Source: an optimization exercise on an open RTL-to-GDS flow (aim: small area, a short achievable clock period and few clock cycles). Production flows keep margins and buffers that such runs may drop.
Only simulation tests tie the RTL to the original design; equivalence was not proved.

==> inputs of job 5909 <==
==> flow/design.v (excerpt) <==
module euler_step
#(
  parameter int N    = fixed_pkg::N_DEF,
  parameter int AXES = fixed_pkg::AXES_DEF
) (
  input  logic              clk,
  input  logic              rst_n,
  input  logic              in_valid,
  output logic              in_ready,
  input  logic [N*AXES-1:0] in_pos,
  input  logic [N*AXES-1:0] in_vel,
  input  logic [N*AXES-1:0] in_acc,
  input  logic [N-1:0]      in_dt,
  output logic              out_valid,
  input  logic              out_ready,
  output logic [N*AXES-1:0] out_pos,
  output logic [N*AXES-1:0] out_vel,
  output logic [31:0]       step_cnt
);
  logic        go_q, rdy_q;
  logic        s0_valid, t1_valid, t2_valid, o_valid, sk_valid;
  logic [31:0] cnt_q;
  logic [15:0] one_in, two_in, neg_in;
  logic [15:0] one0, two0, neg0, one1, two1, neg1;
  wire s0_load  = go_q || !s0_valid;
  wire push     = go_q && t2_valid;
  wire pop      = o_valid && out_ready;
  wire out_load = !o_valid || out_ready;
  wire o_valid_d  = out_load ? (sk_valid || push) : 1'b1;
  wire sk_valid_d = out_load ? (sk_valid && push) : (sk_valid || push);
  euler_booth_enc u_enc (.b(in_dt), .one(one_in), .two(two_in), .neg(neg_in));
  always_ff @(posedge clk or negedge rst_n) begin
    if (!rst_n) begin
      go_q     <= 1'b0;
      rdy_q    <= 1'b0;
      s0_valid <= 1'b0;
      t1_valid <= 1'b0;
      t2_valid <= 1'b0;
      o_valid  <= 1'b0;
      sk_valid <= 1'b0;
      cnt_q    <= '0;
    end else begin
      if (s0_load) s0_valid <= in_valid;
      if (go_q) begin
        t1_valid <= s0_valid;
        t2_valid <= t1_valid;
      end
      o_valid  <= o_valid_d;
  ...
Settings: LEC_CHECK=0, CAP_MARGIN=20, CORE_MARGIN=2, CORE_UTILIZATION=55, SLEW_MARGIN=20, SYNTH_HIERARCHICAL=1; clock period 20.0 ns.
standard.sh (not shown) runs the stock make flow with config.mk's settings and CLKGATE_MAP_FILE= SYNTH_SCRIPT=/design/flow/synth_recipe.tcl, a recipe that flattens the netlist after the stock synthesis.
==> flow/flow/run.sh <==
#!/bin/bash
# Standard ORFS layout (the standard.sh, unchanged synthesis), but with timing repair
# aimed at a tighter setup target: SETUP_SLACK_MARGIN asks repair_timing for that much
# slack at the design's own clock and constraints (constraint.sdc is not changed).
set -euo pipefail
MARGIN=$(cat flow/margin.txt)
bash standard.sh SETUP_SLACK_MARGIN=$MARGIN TNS_END_PERCENT=100 finish > run_make.log 2>&1
==> flow/flow/margin.txt <==
15.0
==> job 2707: changes against job 5909 <==
==> flow/flow/margin.txt (replaced) <==
14.5
==> job 4769: changes against job 5909 <==
--- a/flow/config.mk
+++ b/flow/config.mk
@@ -9,3 +9,3 @@
 export CORE_MARGIN = 2
-export CORE_UTILIZATION = 55
+export CORE_UTILIZATION = 40
 export SLEW_MARGIN = 20
==> comparison table <==
	job 5909	job 2707	job 4769
Fmax	167.7 MHz	170.0 MHz	170.0 MHz
Number of resized instances in the post-cts repair step	1953	1349	1897
Crit share post-route	29.82%	29.41%	29.42%
Multi-input gates	10380	10380	10380
GR met1 Demand/Resource	51.66%	50.85%	36.21%
Fin Clk Skew	0.06061 ns	0.06534 ns	0.08717 ns
Slowest-stage cell, CP	fa_1	fa_1	edfxtp_1
Run status	finished with violations	finished clean	finished clean
Violated checks	max-slew violations	-	-
Router iterations before antenna repair	10	10	7
Minimum setup slack after placement	12.82 ns	12.82 ns	12.87 ns
Latest clock arrival within the worst-skew pair	0.94 ns	0.94 ns	0.98 ns
Count of cell instances traversed by the critical path	18	18	13
Final Cell Area	0.1932 mm²	0.1895 mm²	0.1960 mm²
Share of cell area taken by multi-input logic gates	61.74%	62.66%	61.33%
Endpoint required time on the critical path	20.66 ns	20.66 ns	20.67 ns
# Post-CTS Setup Buffers	180	123	187
Met1 Routed Length	239300 µm	235700 µm	243400 µm
Cell area after placement	0.1779 mm²	0.1779 mm²	0.1801 mm²
Count of placed standard cells including taps	17110	17110	18680
Layout Nets	16930	16780	16940
Met3 track demand over resource	14.36%	13.57%	8.375%
Post-layout instance count excluding filler cells	17830	17680	19410
Launch point of the critical path	g_axis[2].u_axis.t1_vc	g_axis[2].u_axis.t1_vc	two1[0]
Testbench counts of job 5909, summed over its fixed seeds: cycles 4,128.
Testbench counts of job 2707, summed over its fixed seeds: cycles 4,128.
Testbench counts of job 4769, summed over its fixed seeds: cycles 4,128.

## re-timing with driven ports
In the flow no input, the clock included, has a driving cell. The finished layouts below were timed again as built, in two steps. Step 1: set_driving_cell puts a clkbuf_16 on clk and a buf_2 on each other input, an assumption about the parent block. Step 2 also shifts input and output timing later by t, the mid clock arrival at the registers, as if the neighbouring blocks saw the same clock. a / b / c = ideal ports / drivers / drivers and shift; a / b = the first two.
run | t, ns | setup slack, ns | worst setup path after step 2
job 5909 | 1.025 | 14.036 / 14.036 / 14.036 | register to register
job 2707 | 1.023 | 14.118 / 14.118 / 13.712 | input to register
job 4769 | 1.051 | 14.116 / 14.077 / 14.116 | register to register
For job 2707, which loses most, drivers alone change the setup slack by 0.000 ns; drivers and shift together by -0.406 ns.
